This design comes from an exercise in tuning for small area, a short achievable clock period and few clock cycles per item on the open sky130 flow, not from production work. The RTL was checked by simulation tests, not by an equivalence proof against the original design. Power is estimated from default activity; no workload was simulated.

== job 4193 ==
==> flow/design.v (excerpt) <==
module dcache #(
  parameter int LINES = 16,
  parameter int WORDS = 4,
  parameter int EK    = 4    
) (
  input  logic        clk,
  input  logic        reset,
  input  logic        read,
  input  logic        write,
  input  logic [31:0] address,
  input  logic [31:0] data_in,
  output logic [31:0] data_out,
  output logic        hit,
  output logic        done,
  output logic        busy,
  output logic        mem_req,
  output logic        mem_we,
  output logic [31:0] mem_addr,
  output logic [31:0] mem_wdata,
  input  logic [31:0] mem_rdata,
  input  logic        mem_ack
);
For scale: about 2600 flip-flops, roughly 200 I/O pins.
==> flow/config.mk <==
export PLATFORM = sky130hd
export DESIGN_NAME = dcache
export DESIGN_NICKNAME = dcache
export VERILOG_FILES = /design/flow/design.v
export SDC_FILE = /design/flow/constraint.sdc
export NUM_CORES = 4
export LEC_CHECK = 0
export CAP_MARGIN = 20
export CORE_MARGIN = 2
export CORE_UTILIZATION = 60
export CTS_CLUSTER_DIAMETER = 100
export CTS_CLUSTER_SIZE = 20
export SLEW_MARGIN = 20
==> flow/constraint.sdc <==
create_clock -name core_clock -period 8.5 [get_ports {clk}]
set_input_delay 1.7000 -clock core_clock [delete_from_list [all_inputs] [get_ports {clk}]]
set_output_delay 1.7000 -clock core_clock [all_outputs]
set_load 0.01 [all_outputs]
standard.sh (not shown) runs the stock make flow with config.mk's settings and CLKGATE_MAP_FILE= SYNTH_SCRIPT=/design/flow/synth_recipe.tcl, a recipe that flattens the netlist after the stock synthesis.
==> flow/flow/run.sh <==
#!/bin/bash
# The standard layout (standard.sh, unchanged synthesis and steps) with two
# settings passed through the environment:
#  - port buffers made from buf_4 cells instead of the resizer's default pick
#    (a slow clkdlybuf4s50_1 that later repair cannot resize across footprints);
set -o pipefail
export BUFFER_PORTS_ARGS="-buffer_cell sky130_fd_sc_hd__buf_4"
export SETUP_SLACK_MARGIN=5.4
bash standard.sh > standard.log 2>&1
Testbench counts of job 4193, summed over its fixed seeds: cycles 153,843, items 24,000.
Edits applied to the flow inputs when going from job 4193 to job 5446:
- CORE_UTILIZATION: 60 -> 50
Findings:
The flow did not stop early for job 5446: all stages ran, and the layout cleared the timing, design-rule and antenna checks.
Job 5446 gives more number of placed instances with taps included than job 4193 did.
The higher met2 routing resource usage after global routing of job 5446 and job 4193 is in job 4193.
In job 5446 relative to job 4193, die area had gone up by more than 10%.
As far as area after synthesis goes, job 5446 and job 4193 are indistinguishable; the numbers are identical.
Job 4193 → job 5446: data arrival at the endpoint of the critical path saw a decrease; wire length saw an increase.
Job 5446 can be clocked faster than job 4193.
The clock group share of total power was comparable across job 5446 and job 4193.
#### Input delta (job 8112 over job 5446)
- changing CORE_UTILIZATION from 50 to 40
[summary]
- Job 8112: all stages complete, timing, DRC and antenna checks passed
- Job 5446 ran to completion and came out clean on the timing, design-rule and antenna checks.
- Per the comparison of job 8112 with job 5446, clock tree buffer count of the final layout fell by about 2.3%, placed cell count rose by 5.6%, clock network contribution to total cell area stayed essentially flat, via count rose by 543.

========
Another version of the RTL of dcache (not shown whole).
Size: about 4900 cells after synthesis, roughly 2600 flip-flops, about 200 I/O pins, about 94000 um2 of cells after synthesis.
// dcache
module dcache #(
  parameter int LINES = 16,
  parameter int WORDS = 4,
  parameter int EK    = 4    
) (
  input  logic        clk,
  input  logic        reset,
  input  logic        read,
  input  logic        write,
  input  logic [31:0] address,
  input  logic [31:0] data_in,
  output logic [31:0] data_out,
  output logic        hit,
  output logic        done,
  output logic        busy,
  output logic        mem_req,
  output logic        mem_we,
  output logic [31:0] mem_addr,
  output logic [31:0] mem_wdata,
  input  logic [31:0] mem_rdata,
  input  logic        mem_ack
);
clock: 8.5 ns
lec_check: 0
cap_margin: 20
core_margin: 2
core_utilization: 40
cts_cluster_diameter: 100
cts_cluster_size: 20
slew_margin: 20
Scripts as last shown in full above: flow/flow/run.sh
The starting point ran to the end with no violations.
Testbench counts at the start, summed over its fixed seeds: cycles 150,257, items 24,000.
Edit:
==> flow/run.sh (new file) <==
#!/bin/bash
# synth_recipe.tcl (not shown) runs the flow's synth.tcl, then flattens the netlist and writes it again
# the make line also repeats each setting of config.mk as NAME=value (left out here)
make -C /OpenROAD-flow-scripts/flow DESIGN_CONFIG=/design/flow/config.mk WORK_HOME=/design/flow/orfs CLKGATE_MAP_FILE= SYNTH_SCRIPT=/design/flow/synth_recipe.tcl finish
- SETUP_SLACK_MARGIN: unset -> 5
removed: flow/flow/run.sh
removed: flow/standard.sh
After rerunning: The new run finished with timing, DRC and antenna clean. Routed wire length shrinks by a few percent. Sequential share of layout area grows by 0.60 points. Via count shrinks slightly.

========
## main
Another version of the RTL of dcache (not shown whole).
Size: ~6,800 cells after synthesis.
Settings: LEC_CHECK=0, CAP_MARGIN=20, CORE_MARGIN=2, CORE_UTILIZATION=50, CTS_CLUSTER_DIAMETER=100, CTS_CLUSTER_SIZE=25, SLEW_MARGIN=20; clock period 8.5 ns.
==> flow/flow/run.sh <==
#!/bin/bash
# The standard layout (standard.sh, unchanged synthesis and steps) with two
# settings passed through the environment:
#  - port buffers made from buf_4 cells instead of the resizer's default pick
#    (a slow clkdlybuf4s50_1 that later repair cannot resize across footprints);
set -o pipefail
export BUFFER_PORTS_ARGS="-buffer_cell sky130_fd_sc_hd__buf_4"
export SETUP_SLACK_MARGIN=5.4
bash standard.sh > standard.log 2>&1
Testbench counts of main, summed over its fixed seeds: cycles 153,843, items 24,000.
Input changes introduced in the feature branch (baseline for comparison: main):
==> flow/run.sh (new file) <==
#!/bin/bash
# synth_recipe.tcl (not shown) runs the flow's synth.tcl, then flattens the netlist and writes it again
# the make line also repeats each setting of config.mk as NAME=value (left out here)
make -C /OpenROAD-flow-scripts/flow DESIGN_CONFIG=/design/flow/config.mk WORK_HOME=/design/flow/orfs CLKGATE_MAP_FILE= SYNTH_SCRIPT=/design/flow/synth_recipe.tcl finish
-- flow/config.mk --
<<< main, line 12
export CTS_CLUSTER_SIZE = 25
export SLEW_MARGIN = 20
>>> the feature branch, line 12
export CTS_CLUSTER_SIZE = 25
export SETUP_SLACK_MARGIN = 5
export SLEW_MARGIN = 20
removed: flow/flow/run.sh
removed: flow/standard.sh
Against main, the feature branch reports a final critical-path setup slack that is lower. Going from main to the feature branch, stage delay of the slowest cell on the critical path went up 0.12 ns; net switching power went down about 0.8%; power in the clock group held; clock share of power held. The feature branch against main: final period utilization moved up; worst voltage drop across the vdd grid grew by 0.034 mV; final design utilization held. The area added between synthesis and finish on main is in line with that on the feature branch. Between the feature branch and main, number of cells upsized or downsized after cts is lower for the feature branch, main comes in above that. In the metrics for the feature branch and main, the one carrying the higher fraction of met3 tracks used by global routing is the feature branch.

==> afterwards: timing with drivers on the ports <==
The results above use ideal ports. As a check the final layouts listed here were re-extracted and re-timed, cells and wires unchanged. Step 1: set_driving_cell puts a clkbuf_16 on clk and a buf_2 on each other input, an assumption about the parent block. Step 2, shift: input delay + t, output delay - t, t = (earliest + latest rising clock arrival at the registers) / 2. This alone moves slack from input paths to output paths. a / b / c = ideal / step 1 / step 2; a / b = the first two.
run | shift t [ns] | setup slack, ns | worst hold slack (ns)
job 4193 | 0.881 | 5.237 / 5.174 / 4.293 | 0.342 / 0.342 / 0.342
job 5446 | 0.874 | 5.286 / 5.212 / 4.424 | 0.336 / 0.336 / 0.336
job 8112 | 0.906 | 5.235 / 5.149 / 4.388 | 0.312 / 0.312 / 0.312
the first run of note 2 | 0.916 | 5.243 / 5.109 / 4.193 | 0.496 / 0.496 / 0.496
the second run of note 2 | 0.939 | 4.871 / 4.871 / 4.122 | 0.496 / 0.496 / 0.496
main | 0.859 | 5.268 / 5.176 / 4.494 | 0.335 / 0.335 / 0.335
the feature branch | 0.839 | 4.971 / 4.991 / 4.183 | 0.339 / 0.339 / 0.339
After both steps every run listed still meets setup and hold. The setup slack of the first run of note 2, which loses most, moves by -0.134 ns with the drivers and by -1.050 ns with both steps.
